From an optimization exercise on the open Yosys and OpenROAD flow, aimed at small area, a short achievable clock period and few clock cycles; shortcuts taken in it are not production practice.
In this exercise RTL edits were held to simulation tests only and were not proved equivalent to the original.
Power and IR drop assume default switching activity.

P:
## square_multiply_modexp_trace
module square_multiply_modexp_trace #(
    parameter int unsigned EXP_WIDTH = 32,
    parameter int unsigned MOD_WIDTH = 32
) (
    input  logic         i_clk,
    input  logic         i_rst_n,
    input  logic         s_axis_tvalid,
    output logic         s_axis_tready,
    input  logic [95:0]  s_axis_tdata,
    output logic         m_axis_tvalid,
    input  logic         m_axis_tready,
    output logic [71:0]  m_axis_tdata,
    output logic         m_axis_tuser,
    output logic         m_axis_tlast
);
    logic q_idle, q_red, q_sqr, q_mul;
    logic [31:0] r_m;      
    logic        r_mz;     
    logic [31:0] r_e;      
    logic [31:0] r_b;      
    logic [31:0] r_acc;    
    logic [31:0] r_sq;     
    logic [4:0]  r_cnt;    
    logic        r_first;  
    logic        r_bz0;    
    logic [4:0]  r_pos;    
    logic [4:0]  r_row;
    logic        r_valid, r_bit, r_last, r_user;
    logic        r_sr, r_ar, r_ya, r_ys, r_bi;
    logic [31:0] w_r, w_y, w_res;
    assign w_r = ({32{r_sr}} & r_sq) | ({32{r_ar}} & r_acc);
    assign w_y = ({32{r_ya}} & r_acc) | ({32{r_ys}} & r_sq);
    smme_step u_step (
        .i_r(w_r), .i_b(r_bi), .i_y(w_y), .i_m(r_m), .i_mz(r_mz),
        .o_r(w_res)
    );
    logic [31:0] w_src;
    logic [4:0]  w_lead, w_next;
    logic        w_last, w_xn;
    assign w_src = q_sqr ? r_acc : r_b;            
    always_comb begin
        w_lead = 5'd0;
        for (int k = 1; k < 32; k++)
            if (w_src[k]) w_lead = 5'(k);
    end
    assign w_last = r_first ? (w_src[31:1] == 31'd0 || (q_red && r_bz0))
                            : (r_cnt == 5'd0);
    assign w_next = (r_first ? w_lead : r_cnt) - 5'd1;
    assign w_xn   = w_src[w_next];
    logic w_op, w_hold, w_run, w_end, w_empty, w_tomul, w_emit, w_done, w_gosq, w_skip;
    assign w_op    = q_red | q_sqr | q_mul;
    assign w_hold  = r_valid && !m_axis_tready;    
  ...
export LEC_CHECK = 0
export CAP_MARGIN = 20
export CORE_MARGIN = 2
export CORE_UTILIZATION = 45
export SETUP_SLACK_MARGIN = 5
export SLEW_MARGIN = 20
create_clock -name core_clock -period 11.0 [get_ports {i_clk}]
standard.sh (not shown) runs the stock make flow with config.mk's settings and CLKGATE_MAP_FILE= SYNTH_SCRIPT=/design/flow/synth_recipe.tcl, a recipe that flattens the netlist after the stock synthesis.
==> flow/flow/run.sh <==
#!/bin/bash
# Layout flow: the standard layout (standard.sh, ORFS from synthesis to
# finish, unchanged synthesis), except that every input and output port gets
# a sky130_fd_sc_hd__buf_1 as its port buffer instead of the default cell that
# buffer_ports picks. The full output goes to standard.log in the work folder;
# ORFS keeps each step's own log under orfs/logs.
set -euo pipefail
bash standard.sh "BUFFER_PORTS_ARGS=-buffer_cell sky130_fd_sc_hd__buf_1" finish > standard.log 2>&1
Testbench counts of P, summed over its fixed seeds: cycles 106,295.
Input changes introduced in Q (baseline for comparison: P):
--- a/flow/config.mk
+++ b/flow/config.mk
@@ -9,3 +9,3 @@
 export CORE_MARGIN = 2
-export CORE_UTILIZATION = 45
+export CORE_UTILIZATION = 40
 export SETUP_SLACK_MARGIN = 5
==> results.txt <==
- Going from P to Q, the power consumption was found to have gone down by about 1.8%.
- Diff P -> Q | worst setup slack | increase of 0.035 ns
- Setup slack on the worst flop-to-flop path, P and Q: higher on Q
- Looking at number of multi-input combinational cells in the layout, Q sits below P.
- Depth of the worst register-to-register path (P / Q): 1.09
- Clock distribution area overhead in the final layout, P and Q: larger value in P
- Q ends up with lower final critical path time including I/O delays and setup than P does.
- Compared to P, the router laid down more metal wire for Q.
- Looking at routing usage on met3, Q sits below P.

* * *

square_multiply_modexp_trace, a different RTL version from the one above (not shown whole).
Size: roughly 220 flip-flops, about 180 I/O pins.
clock: 11.0 ns
lec_check: 0
abc_clock_period_in_ps: 3000
cap_margin: 20
core_margin: 2
core_utilization: 40
setup_slack_margin: 5
slew_margin: 20
run.sh (not shown) runs the stock make flow with config.mk's settings and CLKGATE_MAP_FILE= SYNTH_SCRIPT=/design/flow/synth_recipe.tcl, a recipe that flattens the netlist after the stock synthesis.
Stock flow here: none of the scripts above is used.
Testbench counts at the start, summed over its fixed seeds: cycles 117,288.
==> next run, changes <==
- ABC_CLOCK_PERIOD_IN_PS: 3000 -> unset
- SETUP_SLACK_MARGIN: 5 -> unset
Via count shrinks by about 0.4%.
Die area is unchanged.
Final area shrinks by about 0.36%.
Flip-flop and latch count does not change.
Clock-buffer cell count is unchanged.
Setup slack is worse by 610 ps.
Synthesized area stays the same.

-- re-timing with driven ports --
In the flow no input, the clock included, has a driving cell. The finished layouts below were timed again as built, in two steps.
Step 1 (the two cells are an assumption about what drives the block):
set clk [get_ports {i_clk}]
set_driving_cell -lib_cell sky130_fd_sc_hd__clkbuf_16 $clk
set_driving_cell -lib_cell sky130_fd_sc_hd__buf_2 [delete_from_list [all_inputs] $clk]
Step 2, shift: input delay + t, output delay - t, t = (earliest + latest rising clock arrival at the registers) / 2. This alone moves slack from input paths to output paths.
a / b / c = ideal / step 1 / step 2; a / b = the first two.
| run | t, ns | slack for setup (ns) | hold slack, ns | clock arrival spread, ns |
|---|---|---|---|---|
| P | 0.506 | 5.167 / 5.167 / 5.167 | 0.530 / 0.530 / 0.530 | 0.016 / 0.015 |
| Q | 0.504 | 5.202 / 5.202 / 5.202 | 0.519 / 0.519 / 0.519 | 0.013 / 0.013 |
| the first run of note 2 | 0.621 | 5.445 / 5.445 / 5.445 | 0.486 / 0.486 / 0.486 | 0.021 / 0.021 |
| the second run of note 2 | 0.621 | 4.834 / 4.834 / 4.834 | 0.486 / 0.486 / 0.486 | 0.025 / 0.025 |
After both steps every run listed still meets setup and hold.
